Background: an optimization exercise with open tools, aiming at small area, a short achievable clock period and few clock cycles per item. Do not read the settings as production practice. RTL that was checked went through simulation tests only; none was proved equivalent to the original. No functional check of the RTL was part of runs 1 and 2. No activity file was given, so power comes from the tool's default toggle rates.

`design/flow/run.sh`:
```
#!/bin/bash
# synth_recipe.tcl (not shown) runs the flow's synth.tcl, then flattens the netlist and writes it again
# the make line also repeats each setting of config.mk as NAME=value (left out here)
make -C /OpenROAD-flow-scripts/flow DESIGN_CONFIG=/design/flow/config.mk WORK_HOME=/design/flow/orfs CLKGATE_MAP_FILE= SYNTH_SCRIPT=/design/flow/synth_recipe.tcl finish
```
`design/flow/config.mk`:
```
export PLATFORM = sky130hd
export DESIGN_NAME = stochastic_calcium_cluster_step
export DESIGN_NICKNAME = stochastic_calcium_cluster_step
export VERILOG_FILES = /design/flow/design.v
export SDC_FILE = /design/flow/constraint.sdc
export NUM_CORES = 4
export LEC_CHECK = 0
export CAP_MARGIN = 20
export CORE_MARGIN = 2
export CORE_UTILIZATION = 40
export PLACE_DENSITY = 0.6
export SETUP_SLACK_MARGIN = 2
export SLEW_MARGIN = 20
```
`design/flow/constraint.sdc`:
```
create_clock -name core_clock -period 11.0 [get_ports {clock}]
set_input_delay 2.2000 -clock core_clock [delete_from_list [all_inputs] [get_ports {clock}]]
set_output_delay 2.2000 -clock core_clock [all_outputs]
set_load 0.01 [all_outputs]
```
`design/flow/design.v`:
```
`timescale 1ns / 1ps
package scs_pkg;
   localparam int NUM_CLUSTERS_DEF = 10;
   localparam int MAX_CHANNELS_DEF = 15;
   localparam int REQ_DATA_W = 40;
   localparam int RSP_DATA_W = 40;
   localparam int CSR_DATA_W = 24;
   localparam int CSR_IDX_W  = 3;
   localparam logic [CSR_IDX_W-1:0] REG_OPEN_SCALE = 3'd0;
   localparam logic [CSR_IDX_W-1:0] REG_REFR_PROB  = 3'd1;
   localparam logic [CSR_IDX_W-1:0] REG_CLOSE_PROB = 3'd2;
   localparam logic [CSR_IDX_W-1:0] REG_REFR_NUM   = 3'd3;
   localparam logic [CSR_IDX_W-1:0] REG_CA_REST    = 3'd4;
   localparam logic [CSR_IDX_W-1:0] REG_CA_THRESH  = 3'd5;
   localparam logic [CSR_IDX_W-1:0] REG_LEAK       = 3'd6;
   localparam logic [CSR_IDX_W-1:0] REG_PUFF       = 3'd7;
   localparam logic [23:0] OPEN_SCALE_RST = 24'd16777;
   localparam logic [23:0] REFR_PROB_RST  = 24'd335544;
   localparam logic [23:0] CLOSE_PROB_RST = 24'd838861;
   localparam logic [3:0]  REFR_NUM_RST   = 4'd3;
   localparam logic [23:0] CA_REST_RST    = 24'd13107;
   localparam logic [23:0] CA_THRESH_RST  = 24'd32768;
   localparam logic [23:0] LEAK_RST       = 24'd16777;
   localparam logic [23:0] PUFF_RST       = 24'd655;
   localparam logic [5:0] DIV_STEPS = 6'd42;
   typedef enum logic [3:0] {
      ST_IDLE, ST_UPDATE, ST_LEAK, ST_SUM, ST_SQUARE, ST_CUBE,
      ST_DIV_LOAD, ST_DIV, ST_SCALE, ST_EMIT
   } state_type;
   typedef struct packed {
      logic capture;
      logic update;
      logic leak;
      logic sum;
      logic square;
      logic cube;
      logic div_load;
      logic div_step;
      logic scale;
      logic emit;
   } cmd_type;
   typedef struct packed {
      logic last_item;
      logic div_last;
      logic rsp_full;
   } sts_type;
endpackage
`timescale 1ns / 1ps
module stochastic_calcium_cluster_step #(
   parameter int NUM_CLUSTERS = scs_pkg::NUM_CLUSTERS_DEF,
   parameter int MAX_CHANNELS = scs_pkg::MAX_CHANNELS_DEF
) (
   input  logic                            clock,
   input  logic                            reset,
   input  logic                            req_tvalid,
   output logic                            req_tready,
   input  logic [scs_pkg::REQ_DATA_W-1:0]  req_tdata,
   input  logic                            req_tlast,
   output logic                            rsp_tvalid,
   input  logic                            rsp_tready,
   output logic [scs_pkg::RSP_DATA_W-1:0]  rsp_tdata,
   output logic                            rsp_tuser,
   input  logic                            csr_we,
   input  logic [scs_pkg::CSR_IDX_W-1:0]   csr_index,
   input  logic [scs_pkg::CSR_DATA_W-1:0]  csr_wdata
);
   localparam int NC = 10;    
   localparam int NP = 3;     
   localparam logic [23:0] P_RST = 24'd133;    
   localparam logic [25:0] BASE_RST = 26'(scs_pkg::CA_REST_RST) + (26'd1 << 25);
   logic [23:0] os_q, refr_q, close_q, rest_q, thr_q, lk_q, puff_q;
   logic [3:0]  rnum_q;
   always_ff @(posedge clock) begin
      if (reset) begin
         os_q    <= scs_pkg::OPEN_SCALE_RST;
         refr_q  <= scs_pkg::REFR_PROB_RST;
         close_q <= scs_pkg::CLOSE_PROB_RST;
         rnum_q  <= scs_pkg::REFR_NUM_RST;
         rest_q  <= scs_pkg::CA_REST_RST;
         thr_q   <= scs_pkg::CA_THRESH_RST;
         lk_q    <= scs_pkg::LEAK_RST;
         puff_q  <= scs_pkg::PUFF_RST;
      end else if (csr_we) begin
         case (csr_index)
            3'd0: os_q    <= csr_wdata;
            3'd1: refr_q  <= csr_wdata;
            3'd2: close_q <= csr_wdata;
            3'd3: rnum_q  <= csr_wdata[3:0];
            3'd4: rest_q  <= csr_wdata;
            3'd5: thr_q   <= csr_wdata;
            3'd6: lk_q    <= csr_wdata;
            default: puff_q <= csr_wdata;
         endcase
      end
   end
   logic [4:0]    cs [NC];
   logic [NC-1:0] pendc;              
   logic [NP-1:0] pv;                 
   logic [3:0]    pidx [NP];
   logic [23:0]   pr [NP];
   logic [3:0]    pdv [NP];           
   logic [NP-1:0] ppred;              
   logic [NP-1:0] plag2;              
   logic [7:0]    tot_q;
   logic [23:0]   p_q;
   logic [1:0]    nl_q;               
   logic          vfy_q;              
   localparam int M_WAIT = 0, M_LK0 = 1, M_LK = 2, M_LKB = 3, M_CA = 4, M_SQ = 5,
                  M_CB = 6, M_LEAK = 7, M_BASE = 8;
   logic [8:0]  ms;
   logic        mc_q;
   logic [23:0] cn_q, mca_q;
   logic        mspk_q, neg_q, base_ok, m_den, m_conf;
   logic [25:0] base_q, base_nx;    
   logic [40:0] x_q;
   logic [44:0] acc_q;
   logic [7:0]  tsn_q;
   logic [2:0]  skip_q;
   logic        d_div, d_fin, d_emit;
   logic [40:0] d_q, r_q;
   logic [42:0] d3_q;
   logic [3:0]  cnt_q;
   logic [2:0]  g_q;
   logic [47:0] h_q;
   logic [7:0]  dtsn_q;
   logic [23:0] dca_q;
   logic        dspk_q;
   logic        rsp_v;
   logic          dfr_v;
   logic [23:0]   dfr_r;
   logic [3:0]    dfr_d, dfr_i;
   logic [NC-1:0] dfr_oh;
   logic [NC-1:0] in_oh, req_oh;
   logic [4:0]    s_old, s_new;
   logic          s_zero, s_neg, req_ok, guess, replay, src_last, hit_pend;
   logic          lt_refr, lt_close, lt_p;
   logic          blk, take, upd, launch, launch_ok, defer;
   logic [23:0]   req_r;
   logic [3:0]    src_d, src_i, draw_v, nref;
   assign launch_ok = ms[M_WAIT] & ~m_den & (nl_q != 2'd2);
   always_comb begin
      for (int i = 0; i < NC; i++) in_oh[i] = req_tdata[33:28] == 6'(i);
      replay   = dfr_v & ~|(dfr_oh & pendc);
      req_oh   = replay ? dfr_oh : in_oh;
      req_r    = replay ? dfr_r : req_tdata[23:0];
      src_d    = replay ? dfr_d : req_tdata[27:24];
      src_i    = replay ? dfr_i : req_tdata[31:28];
      src_last = ~replay & req_tlast;
      s_old    = 5'd0;
      for (int i = 0; i < NC; i++) s_old = s_old | (req_oh[i] ? cs[i] : 5'd0);
      req_ok   = |req_oh;
      s_zero   = s_old == 5'd0;
      s_neg    = s_old[4];
      lt_refr  = req_r < refr_q;
      lt_close = req_r < close_q;
      lt_p     = req_r < p_q;
      hit_pend = |(req_oh & pendc);
      guess    = req_ok & s_zero & (nl_q != 2'd0);
      blk      = hit_pend | (guess & (&pv)) | (src_last & (~launch_ok | dfr_v));
      take     = (replay | req_tvalid) & ~blk;
      upd      = take & req_ok;
      launch   = take & src_last;
      defer    = ~replay & req_tvalid & hit_pend & ~dfr_v & ~req_tlast;
      draw_v   = (src_d == 4'd0) ? 4'd1 : src_d;
      nref     = (rnum_q == 4'd0) ? 4'd1 : rnum_q;
      s_new    = s_old;
      if (s_neg) begin
         if (lt_refr) s_new = s_old + 5'd1;
      end else if (s_zero) begin
         if (lt_p) s_new = {1'b0, draw_v};
      end else if (lt_close) begin
         s_new = (s_old == 5'd1) ? (5'd1 - {1'b0, nref}) : (s_old - 5'd1);
      end
   end
   assign req_tready = ~replay & (~blk | (hit_pend & ~dfr_v & ~req_tlast));
   always_ff @(posedge clock) begin
      if (reset) dfr_v <= 1'b0;
      else if (defer) dfr_v <= 1'b1;
      else if (replay && take) dfr_v <= 1'b0;
   end
   always_ff @(posedge clock) begin
      if (defer) begin
         dfr_oh <= in_oh;
         dfr_r  <= req_tdata[23:0];
         dfr_d  <= req_tdata[27:24];
         dfr_i  <= req_tdata[31:28];
      end
   end
   logic [NP-1:0] act, mis;
   logic [7:0]    fix1, fix2;         
   logic          mispredict;
   always_comb begin
      fix1 = 8'd0;
      fix2 = 8'd0;
      for (int j = 0; j < NP; j++) begin
         act[j] = pr[j] < p_q;
         mis[j] = vfy_q & pv[j] & (act[j] != ppred[j]);
         if (mis[j]) begin
            if (plag2[j]) fix2 = act[j] ? fix2 + 8'(pdv[j]) : fix2 - 8'(pdv[j]);
            else          fix1 = act[j] ? fix1 + 8'(pdv[j]) : fix1 - 8'(pdv[j]);
         end
      end
      mispredict = |(mis & ~plag2) & (nl_q != 2'd0);
   end
   logic [NP-1:0] slot;
   always_comb begin
      slot = '0;
      for (int j = NP - 1; j >= 0; j--) begin
         if (!pv[j]) begin
            slot    = '0;
            slot[j] = 1'b1;
         end
      end
   end
   logic [7:0] tot_n;
   always_comb begin
      tot_n = tot_q + fix1 + fix2;
      if (upd && s_zero && lt_p)            tot_n = tot_n + 8'(draw_v);
      if (upd && !s_zero && !s_neg && lt_close) tot_n = tot_n - 8'd1;
   end
   always_ff @(posedge clock) begin
      if (reset) begin
         for (int i = 0; i < NC; i++) cs[i] <= 5'd0;
         pendc <= '0;
         pv    <= '0;
         tot_q <= 8'd0;
      end else begin
         tot_q <= tot_n;
         for (int i = 0; i < NC; i++) begin
            if (upd && req_oh[i]) cs[i] <= s_new;
            for (int j = 0; j < NP; j++)
               if (mis[j] && pidx[j] == 4'(i)) cs[i] <= act[j] ? {1'b0, pdv[j]} : 5'd0;
         end
         for (int j = 0; j < NP; j++) begin
            if (vfy_q && pv[j]) begin
               if (!plag2[j]) begin
                  pv[j] <= 1'b0;
                  for (int i = 0; i < NC; i++) if (pidx[j] == 4'(i)) pendc[i] <= 1'b0;
               end
            end
            if (upd && guess && slot[j]) pv[j] <= 1'b1;
         end
         for (int i = 0; i < NC; i++) if (upd && guess && req_oh[i]) pendc[i] <= 1'b1;
      end
   end
   always_ff @(posedge clock) begin
      for (int j = 0; j < NP; j++) begin
         if (vfy_q && pv[j] && plag2[j]) begin
            ppred[j] <= act[j];
            plag2[j] <= 1'b0;
         end
         if (upd && guess && slot[j]) begin
            pidx[j]  <= src_i;
            pr[j]    <= req_r;
            pdv[j]   <= draw_v;
            ppred[j] <= lt_p;
            plag2[j] <= nl_q[1];
         end
      end
   end
   logic [31:0] ma;
   logic [23:0] mb;
   logic [11:0] mdig;
   logic [44:0] madd, msum;
   logic        mact, leak_mul;
   always_comb begin
      leak_mul = ms[M_LK] | ms[M_LEAK];
      ma = ({32{ms[M_CA]}} & {8'd0, puff_q})
         | ({32{ms[M_SQ]}} & {8'd0, cn_q})
         | ({32{ms[M_CB]}} & x_q[31:0])
         | ({32{leak_mul}} & {8'd0, lk_q});
      mb = ({24{ms[M_CA]}} & {16'd0, tsn_q})
         | ({24{ms[M_SQ] | ms[M_CB] | leak_mul}} & cn_q);
      madd = ({45{ms[M_CA]}} & 45'(base_q))
           | ({45{ms[M_CB]}} & (45'd1 << 32))
           | ({45{leak_mul}} & (45'd1 << 23));
      mact = ms[M_CA] | ms[M_SQ] | ms[M_CB] | leak_mul;
      mdig = mc_q ? mb[23:12] : mb[11:0];
      msum = (mc_q ? acc_q : madd) + ma * mdig;
   end
   always_ff @(posedge clock) begin
      if (mact) acc_q <= msum >> 12;
   end
   logic [4:0] msb_a, msb_b;
   logic [5:0] ab;
   logic [2:0] skip;
   always_comb begin
      msb_a = 5'd0;
      for (int i = 0; i < 24; i++) if (cn_q[i]) msb_a = 5'(i);
      msb_b = 5'd0;
      for (int i = 0; i < 32; i++) if (x_q[i]) msb_b = 5'(i);
      ab   = 6'(msb_a) + 6'(msb_b);
      skip = 3'd0;
      for (int t = 1; t <= 7; t++) if (ab >= 6'(32 + 3 * t)) skip = 3'(t);
   end
   logic [24:0] dca;
   logic [23:0] mag;
   logic        cl_neg, cl_over;
   logic [23:0] cl_v;
   logic [25:0] base_n;
   assign dca     = {1'b0, mca_q} - {1'b0, rest_q};
   assign mag     = dca[24] ? 24'(-dca) : dca[23:0];
   assign cl_neg  = ~|msum[32:25];
   assign cl_over = (|msum[32:26]) | (msum[25] & msum[24]);
   assign cl_v    = cl_neg ? 24'd0 : (cl_over ? 24'hFF_FFFF : msum[23:0]);
   assign base_n  = neg_q ? ({2'b0, mca_q} + (26'd1 << 25) + {2'b0, acc_q[23:0]})
                          : ({2'b0, mca_q} + (26'd1 << 25) - {2'b0, acc_q[23:0]});
   logic handoff, rsp_free, pdone;
   assign rsp_free = ~rsp_v | rsp_tready;
   assign handoff  = m_den & (m_conf | (vfy_q & ~mispredict)) & ~d_div & ~d_fin & ~d_emit
                     & rsp_free;
   always_ff @(posedge clock) begin
      if (reset) begin
         ms      <= 9'd1 << M_WAIT;
         mc_q    <= 1'b0;
         mca_q   <= scs_pkg::CA_REST_RST;
         mspk_q  <= 1'b0;
         base_q  <= BASE_RST;
         base_nx <= BASE_RST;
         base_ok <= 1'b1;
         m_den   <= 1'b0;
         m_conf  <= 1'b1;
      end else begin
         if (csr_we && (csr_index == 3'd4 || csr_index == 3'd6)) base_ok <= 1'b0;
         if (handoff) m_den <= 1'b0;
         if (vfy_q && nl_q != 2'd0) begin
            m_conf <= 1'b1;
            tsn_q  <= tsn_q + fix1;
         end
         if (ms[M_WAIT] && launch) begin
            tsn_q  <= tot_n;
            base_q <= base_nx;
            m_conf <= nl_q == 2'd0;
            mc_q   <= 1'b0;
            ms     <= base_ok ? (9'd1 << M_CA) : (9'd1 << M_LK0);
         end
         if (ms[M_LK0]) begin
            cn_q  <= mag;
            neg_q <= dca[24];
            ms    <= 9'd1 << M_LK;
         end
         if (ms[M_LK]) begin
            mc_q <= ~mc_q;
            if (mc_q) ms <= 9'd1 << M_LKB;
         end
         if (ms[M_LKB]) begin
            base_q  <= base_n;
            base_ok <= 1'b1;
            ms      <= 9'd1 << M_CA;
         end
         if (ms[M_CA]) begin
            cn_q <= cl_v;
            ms   <= 9'd1 << M_SQ;
         end
         if (ms[M_SQ]) begin
            mc_q <= ~mc_q;
            if (!mc_q) begin
               mspk_q <= cn_q >= thr_q;
               mca_q  <= (cn_q >= thr_q) ? rest_q : cn_q;
            end else begin
               x_q <= 41'(msum[35:4]);
               ms  <= 9'd1 << M_CB;
            end
         end
         if (ms[M_CB]) begin
            mc_q <= ~mc_q;
            if (mc_q) begin
               x_q    <= msum[44:4];
               skip_q <= skip;
               cn_q   <= mag;
               neg_q  <= dca[24];
               m_den  <= 1'b1;
               ms     <= 9'd1 << M_LEAK;
            end
         end
         if (ms[M_LEAK]) begin
            mc_q <= ~mc_q;
            if (mc_q) ms <= 9'd1 << M_BASE;
         end
         if (ms[M_BASE]) begin
            base_nx <= base_n;
            base_ok <= 1'b1;
            ms      <= 9'd1 << M_WAIT;
         end
         if (mispredict) begin
            mc_q  <= 1'b0;
            m_den <= 1'b0;
            ms    <= 9'd1 << M_CA;
         end
      end
   end
   logic [42:0] t1;
   logic [43:0] e1, e2, e3;
   logic [1:0]  g1;
   logic [40:0] r1;
   logic [41:0] t2;
   logic [42:0] e4;
   logic        g2;
   logic [40:0] r2;
   always_comb begin
      t1 = {r_q, 2'b11};
      e1 = {1'b0, t1} - {3'b0, d_q};
      e2 = {1'b0, t1} - {2'b0, d_q, 1'b0};
      e3 = {1'b0, t1} - {1'b0, d3_q};
      if (!e3[43]) begin
         g1 = 2'd3;
         r1 = e3[40:0];
      end else if (!e2[43]) begin
         g1 = 2'd2;
         r1 = e2[40:0];
      end else if (!e1[43]) begin
         g1 = 2'd1;
         r1 = e1[40:0];
      end else begin
         g1 = 2'd0;
         r1 = t1[40:0];
      end
      t2 = {r1, 1'b1};
      e4 = {1'b0, t2} - {2'b0, d_q};
      g2 = ~e4[42];
      r2 = e4[42] ? t2[40:0] : e4[40:0];
   end
   logic [47:0] h_n, h_init;
   assign h_n    = {h_q[44:0], 3'b000} + os_q * (3'd7 - g_q);
   assign h_init = (skip_q == 3'd0) ? 48'd0
                   : ((48'(os_q) << (3 * (skip_q - 3'd1))) - 48'(os_q));
   assign pdone  = d_fin;
   always_ff @(posedge clock) begin
      if (reset) begin
         d_div  <= 1'b0;
         d_fin  <= 1'b0;
         d_emit <= 1'b0;
         rsp_v  <= 1'b0;
         p_q    <= P_RST;
         nl_q   <= 2'd0;
         vfy_q  <= 1'b0;
      end else begin
         vfy_q <= pdone;
         nl_q  <= nl_q + {1'b0, launch} - {1'b0, pdone};
         if (handoff) begin
            d_q    <= x_q;
            d3_q   <= {2'b0, x_q} + {1'b0, x_q, 1'b0};
            r_q    <= 41'((41'd1 << (16 + 3 * skip_q)) - 41'd1);
            cnt_q  <= 4'd8 - 4'(skip_q);
            g_q    <= (skip_q == 3'd0) ? 3'd7 : 3'd0;
            h_q    <= h_init;
            dtsn_q <= tsn_q;
            dca_q  <= mca_q;
            dspk_q <= mspk_q;
            d_div  <= 1'b1;
         end
         if (d_div) begin
            r_q   <= r2;
            g_q   <= {g1, g2};
            h_q   <= h_n;
            cnt_q <= cnt_q - 4'd1;
            if (cnt_q == 4'd1) begin
               d_div <= 1'b0;
               d_fin <= 1'b1;
            end
         end
         if (d_fin) begin
            p_q   <= h_n[47:24];
            d_fin <= 1'b0;
         end
         if ((d_fin || d_emit) && rsp_free) begin
            rsp_v  <= 1'b1;
            d_emit <= 1'b0;
         end else begin
            if (d_fin) d_emit <= 1'b1;
            if (rsp_tready) rsp_v <= 1'b0;
         end
      end
   end
   assign rsp_tvalid = rsp_v;
   assign rsp_tdata  = {6'd0, dca_q, 2'd0, dtsn_q};
   assign rsp_tuser  = dspk_q;
endmodule
```
==> summary.txt, run 1 <==
Global routing
  – Busiest grt layer: met2
  – First-pass GRT wire length: 409 mm
  – Gr usage total: 26.6%
  – Number of global-route vias before repair: 66,900
  – Grt total ovfl: 0
  – GR Util met2: 42.4%
  – Largest net degree at the start of global routing: 83
  – Initial antenna violation count: 22
  – M3 GR Usage: 5.05%
  – Met1 Use GR: 35.3%

Power
  – IR Drop Worst-Case VDD: 0.000142 V
  – Leak: 36.1 nW
  – Pwr Total: 8.92 mW
  – PwrDens: 103 nW/um^2

Layout
  – Area of the multi-input gates: 52,800 um^2
  – Register area: 21,200 um^2
  – Layout cells sized above 1: 6.06%
  – Filler cells: 19,200
  – Final nets: 10,400
  – Synthesis-to-layout area growth: 10.2%
  – Post-layout util: 44.3%

Worst setup path
  – Crit path cell chain: clkdlybuf4s50_1, or4_4, nor2_1, o21ai_1, nand2_2, a22oi_1, and4_2, ha_1, inv_1, nor4_4, buf_4, and4_1, nand2b_1, inv_1, nand2_1, a21oi_2, clkdlybuf4s50_1
  – Critical path capture point type: output pin
  – Crit Path Class: input pin to output pin
  – CP max stage cell: or4_4
  – Worst endpoint required time: 8.80 ns
  – CP Launch Type: input pin
  – CP Max Fanout: 8
  – Worst path max stage delay: 0.62 ns
  – Data arrival time of the critical path: 6.59 ns

Placement
  – Hpwl dp: 208 mm
  – Global placement routability congestion: 0.968
  – IO buf count: 101

Synth
  – Seq cells post-synth: 828
  – Main combinational cell family by area after synthesis: adder cells
  – Cells after synthesis: 9,115
  – Predominant post-synthesis flop cell: edfxtp_1
  – Mean Syn Cell Area: 8.61 um^2
  – Synthesized area: 78,400 um^2
  – Share of synthesized registers carrying an async set or reset: 0%
  – Post-synthesis sequential area ratio: 27.0%
  – Xor/xnor cell area share of the yosys netlist: 4.56%
  – Warnings, synthesis: 5
  – Compound-Gate Fraction of Synth Area: 19.2%
  – Multiplexer share of the synthesized area: 3.19%
  – Simple-gate share of the synthesized area: 16.9%
  – Number of synthesized flops with an enable pin: 463
  – Yosys cell types: 114
  – Post-Synth Adder-Cell Area: 22.9%

STA
  – Clk_skew: 0.0854 ns
  – Worst slew pin tran: 1.23 ns
  – Minimum clock period: 8.79 ns
  – Setup TNS: 0 ns
  – Hold Slack: 0.428 ns
  – Max Freq: 0.114 GHz
  – RSZ-0062 raised after global routing: false
  – Slew Limit Fails: 0
  – Final setup vio count: 0
  – Period utilisation layout: 79.9%
  – Slew headroom: 17.7%
  – Final hold vios: 0

Clock tree
  – Cts-stage hold buffer count: 0
  – CTS tree: yes
  – Clock Sinks: 828
  – Num CTS Buffers: 99
  – Worst skew pair latency: 0.80 ns
  – H-tree Lvls: 3
  – Clk root buf: clkbuf_16
  – Maximum clock insertion buffer count: 3
  – CTS clk-pin slew, worst paths: 0.07 ns

Route
  – Via/cell ratio: 5.81
  – WL final: 269 mm
  – Routed via count: 68,700
  – Final ANT Viol Nets: 0
  – Pre-antenna DRT Iters: 8
  – DR WL/cell: 22.7 um
  – DR DRC count: 0
  – Number of DRC markers in iteration 0: 6,439

Die
  – Initial Util: 40.2%
  – Die height: 447 um
  – Ports: 116
  – Die W: 447 um
  – CORE AREA: 195,000 um^2
  – Die area: 200,000 um^2
  – Row count: 162

Outcome
  – Outcome: no timing/DRC/antenna violations

Worst hold path
  – Hold Crit Class: register to register

Flow run
  – Number of max-cap violations: 0
==> stage by stage <==
| step | cell area, um^2 | setup WS (ns) | cells |
|---|---|---|---|
| 4_1_cts | 86000 | 2.00 | 11800 |
| 6_report | 86500 | 2.21 | 11800 |
| 2_1_floorplan | 78500 | 2.66 | 9122 |
| 3_3_place_gp | 82400 | 1.74 | 11600 |
| 3_5_place_dp | 82400 | 1.69 | 11600 |
| 5_1_grt | 86400 | 1.91 | 11800 |
==> placed cells by master (no fill, tap or decap), types with 98 or more instances in the layout <==
master        n
fa_1        406
xnor2_1     252
o21ai_0     393
nor2_1      581
nor3_1      175
nor2b_1      98
ha_1        785
dfxtp_1     360
edfxtp_1    463
nand3_1     175
nand2_1    1245
a21o_1      192
a21oi_1     677
mux2i_1     150
a211oi_1    124
inv_1       913
clkbuf_16   104
buf_4       141
xor2_1      147
nand2b_1    114
==> Yosys cell counts, types with 23 or more instances <==
cell type,instances,area share (%)
o22ai_1,47,0.37
nor4_1,41,0.33
ha_1,785,13
nor2b_1,100,0.80
or2_2,29,0.23
o211ai_1,73,0.70
mux2_2,62,0.89
o21a_1,70,0.67
edfxtp_1,463,18
o31ai_1,40,0.38
xnor2_1,255,2.8
or3_1,50,0.40
a21boi_0,31,0.30
a22o_1,27,0.30
nor2_1,594,2.8
buf_2,24,0.15
a22oi_1,58,0.56
a21o_1,193,1.8
inv_1,915,4.4
clkbuf_1,312,1.5
o21ai_0,397,2.5
a21oi_1,694,4.4
a211oi_1,126,1.2
a311oi_1,30,0.33
nand4_1,64,0.51
a31oi_1,59,0.47
a221oi_1,24,0.27
nor3_1,180,1.1
buf_1,28,0.13
dfxtp_1,365,9.3
and3_1,77,0.61
a222oi_1,26,0.33
nand3_1,176,1.1
nand2_1,1252,6.0
o21bai_1,71,0.68
and2_1,88,0.70
a221o_1,27,0.34
xor2_1,149,1.7
a32oi_1,41,0.46
fa_1,406,10
mux2i_1,151,1.9
nand2b_1,115,0.92
a2111oi_0,23,0.26
==> power by group <==
group	switching [mW]	internal, mW
registers	0.140	3.35
clock network	1.48	2.02
logic	1.25	0.684
total	2.86	6.06
==> timing repair <==
item | 4_1_cts | 5_1_grt
endpoints found under the setup margin | 30 | 63
buffers inserted | 2 | 17
gates resized for setup | 17 | 59
pin swaps | 1 | 16
==> sequential cells by signal, summed over array words and instances, names as in the netlist, 12 cells and up <==
signal   count
acc_q       33
base_nx     26
base_q      26
close_q     24
cn_q        24
cs          50
d3_q        42
d_q         41
dca_q       24
dfr_r       24
h_q         45
lk_q        24
mca_q       24
os_q        24
p_q         24
pdv         12
pidx        12
pr          72
puff_q      24
r_q         41
refr_q      24
rest_q      24
thr_q       24
x_q         41
==> cells by family after synthesis <==
kind of cell | Yosys count
buf+inv | 1293
mux | 227
compound gates | 2289
flops | 828
other cells | 1
simple gates | 2880
xor+xnor | 406
fa+ha+maj | 1191
==> layout make-up <==
| cell class | instances | area share, % |
|---|---|---|
| clock inverter | 54 | 0.728 |
| antenna | 18 | 0.0521 |
| sequential | 828 | 24.5 |
| clock buffer | 132 | 3.27 |
| inverter | 918 | 3.99 |
| multi-input combinational | 7001 | 61.1 |
| tap | 2624 | 3.80 |
| timing repair buffer | 251 | 2.55 |
==> metal layers <==
| metal | vias to the layer above | share of wire, % |
|---|---|---|
| met2 | 2566 | 45 |
| li1 | 32100 | - |
| met1 | 33400 | 43 |
| met3 | 516 | 7.7 |
| met4 | 18 | 4.3 |
| met5 | - | 0.049 |
==> final timing paths <==
path	cells past startpoint	slack (ns)	endpoint	from
worst max-delay path	17	2.21	req_tready	req_tdata[31]
worst min-delay path	0	0.43	dspk_q	mspk_q
worst min register to register	0	0.43	dspk_q	mspk_q
worst max register to register	25	2.28	cn_q[5]	cn_q[17]
==> critical path: cells and delay by family <==
kind	cells	cell delay (ns)
AOI/OAI and AO/OA	3	0.58
adders and majority gates	1	0.24
buffers and inverters	5	1.49
and+or+nand+nor	8	2.03
==> inputs of run 2 (changes only) <==
--- a/design/flow/config.mk
+++ b/design/flow/config.mk
@@ -9,5 +9,5 @@
 export CORE_MARGIN = 2
 export CORE_UTILIZATION = 40
 export PLACE_DENSITY = 0.6
-export SETUP_SLACK_MARGIN = 2
+export SETUP_SLACK_MARGIN = 4
 export SLEW_MARGIN = 20
==> run 2 against run 1 <==
First-iteration DRC count increased by 1.5%; combinational power up 26%; critical path depth grew 17; sequential share of layout area shrank 1.9 points; sequential power about the same; die area unchanged; synthesized cell count is the same; global-route usage is 1.5 points higher; clock skew is 0.017 ns lower; utilization up 3.8 points; wire length grew 7.5%; critical path type is now register to register; largest cell class unchanged.
==> summary.txt, run 2 <==
Layout
  – Layout cells sized above 1: 14.8% (+8.7 points)
  – Largest Register: pr
  – Most common cell after layout, fill and taps aside: nand2_1
  – Regs by FF count: pr (72), cs (50), h_q (45)
  – Non-Filler Instances: 12,200 (+3.4%)
  – Post-layout util: 48.2% (+3.8 points)
  – Max FFs per register: 72 (unchanged)
  – Most frequent cells in the layout: nand2_1 (1,195), inv_1 (880), ha_1 (714)
  – Final nets: 10,800 (+3.9%)
  – Synthesis-to-layout area growth: 19.7%
  – Register area: 21,200 um^2 (about the same)
  – Filler cells: 18,400 (-4.0%)
  – Area of the multi-input gates: 56,100 um^2 (+6.3%)

Route
  – Routed via count: 71,400 (+4.1%)
  – Pre-antenna DRT Iters: 8 (unchanged)
  – Via/cell ratio: 5.84 (+0.66%)
  – DR DRC count: 0 (unchanged)
  – Final ANT Viol Nets: 0 (unchanged)
  – WL final: 289 mm (+7.5%)
  – Number of DRC markers in iteration 0: 6,536 (+1.5%)
  – DR WL/cell: 23.6 um (+4.0%)

Global routing
  – Grt total ovfl: 0 (unchanged)
  – First-pass GRT wire length: 429 mm (+4.8%)
  – Number of global-route vias before repair: 69,300 (+3.6%)
  – Initial antenna violation count: 19 (-14%)
  – Largest net degree at the start of global routing: 77 (-7.2%)
  – Gr usage total: 28.0% (+1.5 points)

Clock tree
  – CTS clk-pin slew, worst paths: 0.07 ns (about the same)
  – Clock Sinks: 828 (unchanged)
  – Maximum clock insertion buffer count: 3 (unchanged)
  – CTS tree: yes
  – Worst skew pair latency: 0.79 ns (about the same)
  – Num CTS Buffers: 101 (+2.0%)
  – H-tree Lvls: 3 (unchanged)
  – Clk root buf: clkbuf_16

Synth
  – Main combinational cell family by area after synthesis: adder cells
  – Synth area leaders: edfxtp_1 (18%), ha_1 (13%), fa_1 (10%)
  – Post-Synth Adder-Cell Area: 22.9% (unchanged)
  – Number of synthesized flops with an enable pin: 463 (unchanged)
  – Most frequent cell after synthesis: nand2_1
  – Simple-gate share of the synthesized area: 16.9% (unchanged)
  – Predominant post-synthesis flop cell: edfxtp_1
  – Share of synthesized registers carrying an async set or reset: 0% (unchanged)
  – Compound-Gate Fraction of Synth Area: 19.2% (unchanged)
  – Largest area contributor in the netlist: edfxtp_1
  – Synthesized area: 78,400 um^2 (unchanged)
  – Yosys cell types: 114 (unchanged)
  – Multiplexer share of the synthesized area: 3.19% (unchanged)
  – Cells after synthesis: 9,115 (unchanged)
  – Xor/xnor cell area share of the yosys netlist: 4.56% (unchanged)
  – Seq cells post-synth: 828 (unchanged)
  – Most instantiated cells after synthesis: nand2_1 (1,252), inv_1 (915), ha_1 (785), a21oi_1 (694), nor2_1 (594)
  – Warnings, synthesis: 5 (unchanged)
  – Area share of the largest cell type after synthesis: 17.7% (unchanged)
  – Mean Syn Cell Area: 8.61 um^2 (unchanged)
  – Post-synthesis sequential area ratio: 27.0% (unchanged)

Placement
  – Setup WS pre-CTS: 1.20 ns (-0.492 ns)
  – IO buf count: 101 (unchanged)
  – Placed cells: 11,600 (+0.0086%)
  – Global placement routability congestion: 0.965 (-0.29%)
  – Hpwl dp: 212 mm (+1.8%)

Worst setup path
  – Critical path capture point type: register
  – Crit Path Class: register to register
  – CP Launch Type: register
  – Setup slack, reg-to-reg: 2.77 ns (+0.49 ns)
  – CP max stage cell: fa_1
  – Worst endpoint required time: 11.53 ns (+2.73 ns)
  – Worst path max stage delay: 0.58 ns (-0.04 ns)
  – CP Max Fanout: 5 (-3)
  – Most common cell on crit path: a21oi_2
  – Data arrival time of the critical path: 8.76 ns (+2.17 ns)

Die
  – Die height: 447 um (unchanged)
  – Ports: 116 (unchanged)
  – Row count: 162 (unchanged)
  – Die area: 200,000 um^2 (unchanged)
  – Initial Util: 40.2% (unchanged)
  – Die W: 447 um (unchanged)
  – CORE AREA: 195,000 um^2 (unchanged)

Power
  – Sequential share of power: 36.6% (-2.6 points)
  – Clk network pwr share: 37.9% (-1.3 points)
  – Switching Power: 3.12 mW (+8.8%)
  – PwrDens: 101 nW/um^2 (-1.9%)
  – IR Drop Worst-Case VDD: 0.000121 V (-15%)
  – Internal: 6.39 mW (+5.5%)
  – Combinational share of power: 25.6% (+3.9 points)
  – Leak: 38.9 nW (+7.7%)
  – Switching share of power: 32.8% (+0.68 points)

STA
  – Hold Slack: 0.435 ns (+0.00647 ns)
  – Final setup margin: 2.77 ns (+0.563 ns)
  – Setup TNS: 0 ns (unchanged)
  – Final setup vio count: 0 (unchanged)
  – RSZ-0062 raised after global routing: true
  – Period utilisation layout: 74.8% (-5.1 points)
  – Clk_skew: 0.0687 ns (-0.0167 ns)
  – Slew Limit Fails: 0 (unchanged)
  – Minimum clock period: 8.23 ns (-0.563 ns)
  – Slew headroom: 20.1% (+2.3 points)
  – Worst slew pin tran: 1.20 ns (-0.0350 ns)
  – Max Freq: 0.122 GHz (+6.8%)
  – Final hold vios: 0 (unchanged)

Outcome
  – Outcome: no timing/DRC/antenna violations

Worst hold path
  – Hold Crit Class: register to register

Flow run
  – Number of max-cap violations: 0 (unchanged)
[run 2: worst paths after layout]
kind | cells past startpoint | to | start
max | 34 | tsn_q[7] | pr[0][10]
min | 0 | dspk_q | mspk_q
max reg2reg | 34 | tsn_q[7] | pr[0][10]
min reg2reg | 0 | dspk_q | mspk_q
[run 2: through the flow]
stage / area, um^2 / total power, mW
floorplan: 79000 / 4.76
global placement: 82900 / 5.41
detailed placement: 82900 / 5.44
CTS: 90700 / 9.37
global route: 93900 / 9.82
finish: 93900 / 9.50
[run 2: cells by family after synthesis]
| group | count (synthesis) |
|---|---|
| DFF | 828 |
| other | 1 |
| AOI/OAI and AO/OA | 2289 |
| and+or+nand+nor | 2880 |
| muxes | 227 |
| xor gates and xnor gates | 406 |
| buffers and inverters | 1293 |
| adders and majority gates | 1191 |
[run 2: power by group through the flow]
| stage | Clock, mW | Combinational, mW | Sequential, mW |
|---|---|---|---|
| CTS | 3.65 | 2.24 | 3.48 |
| detailed placement | 0 | 1.89 | 3.56 |
| finish | 3.60 | 2.43 | 3.47 |
| global placement | 0 | 1.86 | 3.55 |
| floorplan | 0 | 1.29 | 3.47 |
| global route | 3.76 | 2.59 | 3.48 |
[run 2: repair_timing]
item / CTS / global route
setup buffers: 240 / 160
pin swaps: 190 / 246
gates cloned: 14 / 3
endpoints found under the setup margin: 291 / 193
hold buffers: 0 / 0
gates resized for setup: 466 / 400
[run 2: layout make-up]
type,instances,share of cell area (%)
Inverter,918,3.69
Clock inverter,75,0.919
Multi-Input combinational cell,7006,59.8
Antenna cell,14,0.0373
Sequential cell,828,22.6
Clock buffer,116,2.84
Tap cell,2624,3.50
Timing Repair inverter,1,0.00533
Timing Repair Buffer,643,6.61
[run 2: worst max-delay path, delay by kind of cell (launching register included)]
kind | cells | cell delay [ns]
xor gates and xnor gates | 5 | 1.05
buffers and inverters | 1 | 0.05
adders and majority gates | 6 | 2.09
and+or+nand+nor | 8 | 2.06
DFF | 1 | 0.41
AOI/OAI and AO/OA | 13 | 2.22
muxes | 1 | 0.10
[run 2: per-layer routing]
layer  part of all wire (%)  vias to the layer above  GRT usage [%]
met5                  0.022                        -              0
met4                    6.3                       10           15.2
met3                    7.8                      688           4.90
met2                     45                     2978           44.4
met1                     41                    34800           36.4
li1                       -                    33000              -
==> inputs of run 3 (changes only) <==
--- a/design/flow/design.v
+++ b/design/flow/design.v
@@ -389,8 +389,7 @@
          end
       end
    end
-   logic [42:0] t1;
-   logic [43:0] e1, e2, e3;
+   logic [42:0] t1, e1, e2, e3;
    logic [1:0]  g1;
    logic [40:0] r1;
    logic [41:0] t2;
@@ -399,16 +398,16 @@
    logic [40:0] r2;
    always_comb begin
       t1 = {r_q, 2'b11};
-      e1 = {1'b0, t1} - {3'b0, d_q};
-      e2 = {1'b0, t1} - {2'b0, d_q, 1'b0};
-      e3 = {1'b0, t1} - {1'b0, d3_q};
-      if (!e3[43]) begin
+      e1 = t1 - {2'b0, d_q};
+      e2 = t1 - {1'b0, d_q, 1'b0};
+      e3 = t1 - d3_q;
+      if (t1 >= d3_q) begin
          g1 = 2'd3;
          r1 = e3[40:0];
-      end else if (!e2[43]) begin
+      end else if (t1 >= {1'b0, d_q, 1'b0}) begin
          g1 = 2'd2;
          r1 = e2[40:0];
-      end else if (!e1[43]) begin
+      end else if (t1 >= {2'b0, d_q}) begin
          g1 = 2'd1;
          r1 = e1[40:0];
       end else begin
--- a/design/flow/config.mk
+++ b/design/flow/config.mk
@@ -9,5 +9,5 @@
 export CORE_MARGIN = 2
 export CORE_UTILIZATION = 40
 export PLACE_DENSITY = 0.6
-export SETUP_SLACK_MARGIN = 4
+export SETUP_SLACK_MARGIN = 3
 export SLEW_MARGIN = 20
==> run 3 against run 2 <==
Final cell count down 1.5%; via count down 1.8%; maximum frequency is 3.3% higher; first-iteration DRC count increased by 8.4%; utilization down 3.3 points; die area increased by 0.90%; hold slack gained 0.020 ns; flip-flop and latch count unchanged; critical path type is now input pin to output pin; largest power group unchanged.
==> summary.txt, run 3 <==
Outcome
  – Outcome: no timing/DRC/antenna violations

Layout
  – Final nets: 10,600 (-1.9%)
  – Cell area after layout: 88,400 um^2 (-5.9%)
  – Regs by FF count: pr (72), cs (50), h_q (45)
  – Layout cells sized above 1: 8.31% (-6.5 points)
  – Synthesis-to-layout area growth: 11.6%
  – Most common cell after layout, fill and taps aside: nand2_1
  – Most frequent cells in the layout: nand2_1 (1,228), inv_1 (911), ha_1 (772)
  – Largest Register: pr
  – Max FFs per register: 72 (unchanged)

Power
  – Switching share of power: 30.5% (-2.3 points)
  – Clk network pwr share: 41.8% (+3.9 points)
  – IR Drop Worst-Case VDD: 0.000129 V (+6.2%)
  – Combinational share of power: 17.9% (-7.7 points)
  – Sequential share of power: 40.3% (+3.7 points)
  – Internal: 5.92 mW (-7.3%)
  – Switching Power: 2.60 mW (-17%)
  – Leak: 36.7 nW (-5.8%)
  – PwrDens: 96.4 nW/um^2 (-4.7%)

Synth
  – Yosys cell types: 129 (+13%)
  – Predominant post-synthesis flop cell: edfxtp_1
  – Number of synthesized flops with an enable pin: 463 (unchanged)
  – Most instantiated cells after synthesis: nand2_1 (1,254), inv_1 (918), ha_1 (785), a21oi_1 (702), nor2_1 (650)
  – Mean Syn Cell Area: 8.55 um^2 (-0.71%)
  – Largest area contributor in the netlist: edfxtp_1
  – Seq cells post-synth: 828 (unchanged)
  – Area share of the largest cell type after synthesis: 17.6% (-0.16 points)
  – Cells after synthesis: 9,263 (+1.6%)
  – Post-synthesis sequential area ratio: 26.8% (-0.24 points)
  – Synth area leaders: edfxtp_1 (18%), ha_1 (12%), fa_1 (10%)
  – Synthesized area: 79,200 um^2 (+0.91%)
  – Share of synthesized registers carrying an async set or reset: 0% (unchanged)
  – Warnings, synthesis: 5 (unchanged)
  – Most frequent cell after synthesis: nand2_1

Global routing
  – Gr usage total: 27.0% (-1.0 points)
  – Number of global-route vias before repair: 67,900 (-2.0%)
  – Grt total ovfl: 0 (unchanged)
  – First-pass GRT wire length: 422 mm (-1.5%)
  – Initial antenna violation count: 29 (+10)
  – Largest net degree at the start of global routing: 80 (+3.9%)

Route
  – Pre-antenna DRT Iters: 7 (-1)
  – DR WL/cell: 23.4 um (-1.2%)
  – Routed via count: 70,100 (-1.8%)
  – Final ANT Viol Nets: 0 (unchanged)
  – DR DRC count: 0 (unchanged)
  – WL final: 281 mm (-2.7%)
  – Number of DRC markers in iteration 0: 7,086 (+8.4%)
  – Via/cell ratio: 5.82 (-0.33%)

Worst setup path
  – Reg-to-Reg End: tsn_q[7]
  – Data arrival time of the critical path: 5.76 ns (-3.00 ns)
  – RR Startpoint: p_q[6]
  – CP Launch Type: input pin
  – Critical path capture point type: output pin
  – CP bufs+invs: 4 (+3)
  – Setup slack, reg-to-reg: 3.22 ns (+0.45 ns)
  – CP Max Fanout: 7 (+2)
  – FF-to-FF path depth: 34 (unchanged)
  – Crit Path Class: input pin to output pin
  – Crit path cell chain: dlygate4sd2_1, or4b_4, nor2_2, a21boi_4, or2_4, a22oi_1, and4_2, ha_1, and4_2, a41oi_4, buf_4, inv_1, a21oi_1, dlygate4sd2_1
  – CP delay by family, top: simple AND/OR/NAND/NOR gates
  – Worst path max stage delay: 0.62 ns (+0.04 ns)
  – CP max stage cell: or4b_4
  – Worst endpoint required time: 8.80 ns (-2.73 ns)

Clock tree
  – CTS tree: yes
  – CTS clk-pin slew, worst paths: 0.05 ns (-0.02 ns)
  – Worst skew pair latency: 0.78 ns (about the same)
  – Num CTS Buffers: 101 (unchanged)
  – Clk root buf: clkbuf_16
  – Maximum clock insertion buffer count: 3 (unchanged)
  – Clock Sinks: 828 (unchanged)
  – H-tree Lvls: 3 (unchanged)

STA
  – Clk_skew: 0.0472 ns (-0.0215 ns)
  – Worst slew pin tran: 1.15 ns (-0.0452 ns)
  – Max Freq: 0.126 GHz (+3.3%)
  – Final setup vio count: 0 (unchanged)
  – Final hold vios: 0 (unchanged)
  – Period utilisation layout: 72.4% (-2.4 points)
  – RSZ-0062 raised after global routing: true
  – Minimum clock period: 7.96 ns (-0.264 ns)
  – Slew Limit Fails: 0 (unchanged)
  – Slew headroom: 23.1% (+3.0 points)
  – Hold Slack: 0.454 ns (+0.0197 ns)
  – Setup TNS: 0 ns (unchanged)

Placement
  – Post-place instance area: 83,000 um^2 (+0.21%)
  – IO buf count: 101 (unchanged)
  – Hpwl dp: 214 mm (+0.94%)
  – Global placement routability congestion: 1.00 (+4.1%)

Worst hold path
  – Hold_sp: close_q[20]
  – Worst hold path depth: 2 (+2)
  – Hold Crit Class: register to register
  – Hold endpoint: close_q[20]

Die
  – Die height: 449 um (+0.45%)
  – Die area: 201,000 um^2 (+0.90%)
  – Die W: 449 um (+0.45%)
  – Initial Util: 40.2% (-0.052 points)
  – CORE AREA: 197,000 um^2 (+1.0%)
  – Row count: 163 (+0.62%)
  – Ports: 116 (unchanged)

Flow run
  – Number of max-cap violations: 0 (unchanged)
==> run 3: through the flow <==
step,util [%],total power [mW],worst slack (ns),std cells
floorplan,-,4.40,3.41,9270
global placement,42.1,4.92,1.73,11700
detailed placement,42.2,4.95,1.63,11700
CTS,44.3,8.52,2.99,12000
global route,44.9,8.82,2.89,12000
finish,44.9,8.52,3.04,12000
==> run 3: how the worst max path moves through the flow <==
| stage | startpoint | endpoint | slack (ns) | depth (start not counted) |
|---|---|---|---|---|
| floorplan | p_q[15] | cnt_q[0] | 3.41 | 16 |
| global placement | req_tdata[31] | req_tready | 1.73 | 15 |
| detailed placement | req_tdata[31] | req_tready | 1.63 | 15 |
| CTS | mc_q | cn_q[2] | 2.99 | 26 |
| global route | p_q[14] | tsn_q[7] | 2.89 | 36 |
| finish | req_tdata[33] | req_tready | 3.04 | 14 |
==> run 3: final cells by class <==
type                       instances  area, um^2
antenna                           15        37.5
clock buffer                     138        2890
clock inverter                    53         614
fill                           19100      109000
inverter                         925        3490
multi-input combinational       7132       54000
sequential                       828       21200
tap                             2640        3300
timing repair buffer             309        2790
==> run 3: cells by family (layout without fill, tap and decap cells) <==
group	after synthesis	in the layout	share of synthesized area, %
simple gates	2954	2956	17.1
compound gates	2393	2393	19.9
buf+inv	1312	1425	6.43
fa+ha+maj	1191	1191	22.7
flops	828	828	26.8
xor+xnor	399	399	4.48
mux	185	185	2.65
other cells	1	23	0.00474
==> run 3: routing by layer <==
layer / GRT usage [%] / vias up / share of wire (%)
met1: 36.2 / 34100 / 43
met4: 13.1 / 10 / 5.7
met5: 0 / - / 0.025
li1: - / 32800 / -
met2: 42.7 / 2641 / 44
met3: 3.98 / 590 / 7.2
==> run 3: worst reg2reg max path, delay by kind of cell (launching register included) <==
kind | cells | cell delay (ns)
and+or+nand+nor | 11 | 1.65
DFF | 1 | 0.30
AOI/OAI and AO/OA | 11 | 2.27
buffers and inverters | 4 | 0.48
adders and majority gates | 7 | 2.64
xor gates and xnor gates | 1 | 0.14
==> run 3: timing repair <==
action / 4_1_cts / 5_1_grt
endpoints found under the setup margin: 123 / 99
buffers inserted: 38 / 44
cloned: 2 / 2
hold buffers: 0 / 0
pin swaps: 23 / 57
resized for setup: 111 / 169
==> run 3: power by group through the flow <==
stage	clock network (mW)	logic, mW	registers, mW
floorplan	0	0.961	3.44
global placement	0	1.42	3.50
detailed placement	0	1.45	3.50
CTS	3.61	1.47	3.44
global route	3.73	1.65	3.44
finish	3.56	1.53	3.44
Testbench counts of run 3, summed over its fixed seeds: cycles 3,903, steps 320.
==> inputs of run 4 (changes only) <==
--- a/design/flow/design.v
+++ b/design/flow/design.v
@@ -111,6 +111,7 @@
    logic        mc_q;
    logic [23:0] cn_q, mca_q;
    logic        mspk_q, neg_q, base_ok, m_den, m_conf;
+   logic        eager_q, base_wr;    
    logic [25:0] base_q, base_nx;    
    logic [40:0] x_q;
    logic [44:0] acc_q;
@@ -118,7 +119,6 @@
    logic [2:0]  skip_q;
    logic        d_div, d_fin, d_emit;
    logic [40:0] d_q, r_q;
-   logic [42:0] d3_q;
    logic [3:0]  cnt_q;
    logic [2:0]  g_q;
    logic [47:0] h_q;
@@ -305,6 +305,8 @@
    assign cl_v    = cl_neg ? 24'd0 : (cl_over ? 24'hFF_FFFF : msum[23:0]);
    assign base_n  = neg_q ? ({2'b0, mca_q} + (26'd1 << 25) + {2'b0, acc_q[23:0]})
                           : ({2'b0, mca_q} + (26'd1 << 25) - {2'b0, acc_q[23:0]});
+   logic csr_hit;
+   assign csr_hit = csr_we && (csr_index == 3'd4 || csr_index == 3'd6);
    logic handoff, rsp_free, pdone;
    assign rsp_free = ~rsp_v | rsp_tready;
    assign handoff  = m_den & (m_conf | (vfy_q & ~mispredict)) & ~d_div & ~d_fin & ~d_emit
@@ -320,8 +322,9 @@
          base_ok <= 1'b1;
          m_den   <= 1'b0;
          m_conf  <= 1'b1;
+         eager_q <= 1'b0;
+         base_wr <= 1'b0;
       end else begin
-         if (csr_we && (csr_index == 3'd4 || csr_index == 3'd6)) base_ok <= 1'b0;
          if (handoff) m_den <= 1'b0;
          if (vfy_q && nl_q != 2'd0) begin
             m_conf <= 1'b1;
@@ -332,9 +335,14 @@
             base_q <= base_nx;
             m_conf <= nl_q == 2'd0;
             mc_q   <= 1'b0;
-            ms     <= base_ok ? (9'd1 << M_CA) : (9'd1 << M_LK0);
+            eager_q <= 1'b0;
+            ms      <= base_ok ? (9'd1 << M_CA) : (9'd1 << M_LK0);
+         end else if (ms[M_WAIT] && !base_ok && !csr_hit) begin
+            eager_q <= 1'b1;
+            ms      <= 9'd1 << M_LK0;
          end
          if (ms[M_LK0]) begin
+            base_wr <= 1'b0;
             cn_q  <= mag;
             neg_q <= dca[24];
             ms    <= 9'd1 << M_LK;
@@ -345,8 +353,9 @@
          end
          if (ms[M_LKB]) begin
             base_q  <= base_n;
-            base_ok <= 1'b1;
-            ms      <= 9'd1 << M_CA;
+            base_nx <= base_n;
+            base_ok <= ~base_wr;
+            ms      <= eager_q ? (9'd1 << M_WAIT) : (9'd1 << M_CA);
          end
          if (ms[M_CA]) begin
             cn_q <= cl_v;
@@ -382,6 +391,10 @@
             base_ok <= 1'b1;
             ms      <= 9'd1 << M_WAIT;
          end
+         if (csr_hit) begin
+            base_ok <= 1'b0;
+            base_wr <= 1'b1;
+         end
          if (mispredict) begin
             mc_q  <= 1'b0;
             m_den <= 1'b0;
@@ -389,7 +402,8 @@
          end
       end
    end
-   logic [42:0] t1, e1, e2, e3;
+   logic [42:0] t1;
+   logic [43:0] e1, e2, e3;
    logic [1:0]  g1;
    logic [40:0] r1;
    logic [41:0] t2;
@@ -398,16 +412,16 @@
    logic [40:0] r2;
    always_comb begin
       t1 = {r_q, 2'b11};
-      e1 = t1 - {2'b0, d_q};
-      e2 = t1 - {1'b0, d_q, 1'b0};
-      e3 = t1 - d3_q;
-      if (t1 >= d3_q) begin
+      e1 = {1'b0, t1} - {3'b0, d_q};
+      e2 = {1'b0, t1} - {2'b0, d_q, 1'b0};
+      e3 = {1'b0, t1} - {3'b0, d_q} - {2'b0, d_q, 1'b0};
+      if (!e3[43]) begin
          g1 = 2'd3;
          r1 = e3[40:0];
-      end else if (t1 >= {1'b0, d_q, 1'b0}) begin
+      end else if (!e2[43]) begin
          g1 = 2'd2;
          r1 = e2[40:0];
-      end else if (t1 >= {2'b0, d_q}) begin
+      end else if (!e1[43]) begin
          g1 = 2'd1;
          r1 = e1[40:0];
       end else begin
@@ -438,7 +452,6 @@
          nl_q  <= nl_q + {1'b0, launch} - {1'b0, pdone};
          if (handoff) begin
             d_q    <= x_q;
-            d3_q   <= {2'b0, x_q} + {1'b0, x_q, 1'b0};
             r_q    <= 41'((41'd1 << (16 + 3 * skip_q)) - 41'd1);
             cnt_q  <= 4'd8 - 4'(skip_q);
             g_q    <= (skip_q == 3'd0) ? 3'd7 : 3'd0;
==> run 4 against run 3 <==
Still clean on timing, DRC and antenna; register-to-register slack got worse by 0.79 ns; die area down 4.2%; hold slack about the same; via count decreased by 3.6%; sequential power shrank 3%; clock skew is 0.0071 ns higher; cell area fell by 1.4%; final cell count fell by 4.4%; synthesized cell count fell by 5.3%; flip-flop and latch count fell by 40; worst setup slack worse by 0.61 ns; combinational power rose by 38%; largest cell class unchanged.
==> summary.txt, run 4 <==
Outcome
  – Outcome: no timing/DRC/antenna violations

Layout
  – Regs by FF count: pr (72), cs (50), h_q (45)
  – Most frequent cells in the layout: nand2_1 (1,183), inv_1 (833), ha_1 (697)
  – Largest Register: pr
  – Most common cell after layout, fill and taps aside: nand2_1
  – Final nets: 10,200 (-3.9%)
  – Layout cells sized above 1: 11.6% (+3.3 points)
  – Max FFs per register: 72 (unchanged)
  – Cell area after layout: 87,200 um^2 (-1.4%)
  – Synthesis-to-layout area growth: 15.0%
  – Filler cells: 18,000 (-6.0%)

Synth
  – Area share of the largest cell type after synthesis: 16.7% (-0.88 points)
  – Synthesized area: 75,800 um^2 (-4.3%)
  – Number of synthesized flops with an enable pin: 421 (-9.1%)
  – Warnings, synthesis: 5 (unchanged)
  – Share of synthesized registers carrying an async set or reset: 0% (unchanged)
  – Seq cells post-synth: 788 (-4.8%)
  – Mean Syn Cell Area: 8.64 um^2 (+1.1%)
  – Largest area contributor in the netlist: edfxtp_1
  – Predominant post-synthesis flop cell: edfxtp_1
  – Most frequent cell after synthesis: nand2_1
  – Yosys cell types: 120 (-7.0%)
  – Cells after synthesis: 8,771 (-5.3%)
  – Most instantiated cells after synthesis: nand2_1 (1,207), inv_1 (846), ha_1 (741), a21oi_1 (647), nor2_1 (572)
  – Synth area leaders: edfxtp_1 (17%), ha_1 (12%), fa_1 (11%)
  – Post-synthesis sequential area ratio: 26.4% (-0.42 points)

Worst hold path
  – Hold_sp: thr_q[7]
  – Hold Crit Class: register to register

STA
  – RSZ-0062 raised after global routing: true
  – Setup TNS: 0 ns (unchanged)
  – Final setup vio count: 0 (unchanged)
  – Max Freq: 0.117 GHz (-7.1%)
  – Worst slew pin tran: 1.27 ns (+0.117 ns)
  – Clk_skew: 0.0543 ns (+0.00705 ns)
  – Minimum clock period: 8.57 ns (+0.609 ns)
  – Hold Slack: 0.454 ns (+0.000112 ns)
  – Period utilisation layout: 77.9% (+5.5 points)
  – Slew headroom: 14.9% (-8.2 points)
  – Slew Limit Fails: 0 (unchanged)
  – Final hold vios: 0 (unchanged)

Route
  – Number of DRC markers in iteration 0: 6,820 (-3.8%)
  – DR DRC count: 0 (unchanged)
  – Final ANT Viol Nets: 0 (unchanged)
  – Pre-antenna DRT Iters: 8 (+1)
  – Via/cell ratio: 5.87 (+0.81%)
  – WL final: 269 mm (-4.3%)
  – Routed via count: 67,600 (-3.6%)
  – DR WL/cell: 23.4 um (about the same)

Clock tree
  – Cts-stage hold buffer count: 0 (unchanged)
  – Num CTS Buffers: 94 (-6.9%)
  – Clk root buf: clkbuf_16
  – CTS clk-pin slew, worst paths: 0.06 ns (about the same)
  – H-tree Lvls: 3 (unchanged)
  – CTS tree: yes
  – Worst skew pair latency: 0.73 ns (-0.05 ns)
  – Maximum clock insertion buffer count: 3 (unchanged)
  – Clock Sinks: 788 (-4.8%)

Global routing
  – Initial antenna violation count: 14 (-52%)
  – Gr usage total: 27.2% (+0.17 points)
  – Number of global-route vias before repair: 65,400 (-3.7%)
  – Largest net degree at the start of global routing: 145 (+81%)
  – Grt total ovfl: 0 (unchanged)
  – First-pass GRT wire length: 405 mm (-4.2%)

Die
  – Die W: 439 um (-2.1%)
  – Row count: 159 (-2.5%)
  – Ports: 116 (unchanged)
  – Die height: 439 um (-2.1%)
  – Die area: 193,000 um^2 (-4.2%)
  – CORE AREA: 188,000 um^2 (-4.6%)
  – Initial Util: 40.3% (+0.13 points)

Placement
  – IO buf count: 101 (unchanged)
  – Hpwl dp: 200 mm (-6.2%)
  – Post-place instance area: 79,300 um^2 (-4.5%)
  – Global placement routability congestion: 0.976 (-2.9%)

Worst setup path
  – Data arrival time of the critical path: 9.05 ns (+3.29 ns)
  – Crit Path Class: register to register
  – Critical path capture point type: register
  – Worst path max stage delay: 0.47 ns (-0.15 ns)
  – Worst endpoint required time: 11.48 ns (+2.68 ns)
  – CP max stage cell: ha_1
  – CP Max Fanout: 7 (unchanged)
  – Worst Setup SP: d_q[20]
  – RR Startpoint: d_q[20]
  – CP Launch Type: register

Power
  – PwrDens: 102 nW/um^2 (+5.7%)
  – Leak: 35.8 nW (-2.5%)
  – IR Drop Worst-Case VDD: 0.000128 V (-0.88%)

Flow run
  – Number of max-cap violations: 0 (unchanged)
## run 4: cell types whose count changed after synthesis, moves of 47 or more
cell	previous run	this run
mux2i_1	111	171
nor2_1	650	572
a21oi_1	702	647
mux2_2	57	111
nand2_1	1254	1207
inv_1	918	846
## run 4: kinds of logic after synthesis
| group | Yosys count | share of synthesized area (%) |
|---|---|---|
| adders and majority gates | 1146 | 22.9 |
| muxes | 298 | 4.37 |
| DFF | 788 | 26.4 |
| and+or+nand+nor | 2766 | 16.7 |
| AOI/OAI and AO/OA | 2152 | 18.8 |
| other | 1 | 0.00495 |
| xor gates and xnor gates | 384 | 4.49 |
| buffers and inverters | 1236 | 6.34 |
## run 4: final cells by class
type	count	area [um^2]	area share, %
diodes	5	12.5	0.0144
well taps	2495	3120	3.58
flip-flops and latches	788	20000	23.0
multi-input cells	6757	53200	61.0
repair buffers	442	4320	4.96
clock buffers	121	2690	3.08
clock inverters	56	653	0.749
inverters	849	3200	3.68
## run 4: worst max-delay path, delay by kind of cell (launching register included)
family / cells / cell delay [ns]
AND/OR/NAND/NOR: 14 / 2.37
adder cells (fa/ha/maj): 3 / 1.11
AO/OA/AOI/OAI: 13 / 2.93
XOR/XNOR: 1 / 0.16
buffers and inverters: 7 / 1.11
multiplexers: 1 / 0.29
flip-flops: 1 / 0.32
## run 4: metrics by stage
stage / instances / power, mW / worst slack, ns / utilization [%]
after floorplan: 8778 / 4.56 / 3.00 / -
after global placement: 11100 / 5.20 / 0.925 / 42.2
after detailed placement: 11100 / 5.24 / 0.740 / 42.2
after CTS: 11400 / 8.84 / 2.50 / 45.5
after global routing: 11500 / 9.19 / 2.18 / 46.4
final: 11500 / 8.88 / 2.43 / 46.4
## run 4: timing repair
item / in CTS / in global routing
buffers inserted: 164 / 66
pin swaps: 120 / 127
endpoints found under the hold margin: 0 / 0
setup endpoints to repair: 122 / 94
cloned: 13 / 0
resized for setup: 303 / 204
## run 4: layer usage
layer,vias up,routed length (um),global-route usage (%)
li1,31300,-,-
met1,32900,113000,36.2
met2,2717,121000,43.4
met3,621,19300,3.61
met4,4,15300,13.5
met5,-,28,0
## run 4: power by group
| part | leakage, nW | internal (mW) | switching (mW) |
|---|---|---|---|
| combinational | 27.3 | 0.787 | 1.32 |
| sequential | 6.84 | 3.18 | 0.147 |
| clock | 1.63 | 2.02 | 1.43 |
## run 4: final timing paths
kind              cells after the start  slack (ns)  endpoint
hold / removal                        2        0.45  thr_q[7]
setup / recovery                     39        2.43   r_q[30]
setup reg to reg                     39        2.43   r_q[30]
hold reg to reg                       2        0.45  thr_q[7]
Testbench counts of run 4, summed over its fixed seeds: cycles 3,871, steps 320.

[port drivers added, routing unchanged]
How much do the figures lean on ideal ports? The routed layouts below were timed once more, with nothing changed but the port constraints.
Step 1 sets driving cells, clkbuf_16 on the clock port and buf_2 on the other inputs (assumed; they add their load-dependent delay and slew).
Step 2 moves the port delays by t, midway between the first and last clock arrival at a register: inputs arrive t later, outputs are due t later. That takes back most of the time a late clock gives input paths.
a / b / c = no drivers / after step 1 / after step 2; a / b = the first two.
run	shift t [ns]	setup WS [ns]	cell pins on the clock port's net
run 1	0.848	2.211 / 2.121 / 2.121	1
run 2	0.841	2.774 / 2.774 / 2.338	1
run 3	0.841	3.038 / 3.015 / 2.761	1
run 4	0.783	2.429 / 2.429 / 2.429	1
After both steps every run listed still meets setup and hold. For run 2, which loses most, drivers alone change the setup slack by 0.000 ns; drivers and shift together by -0.436 ns.
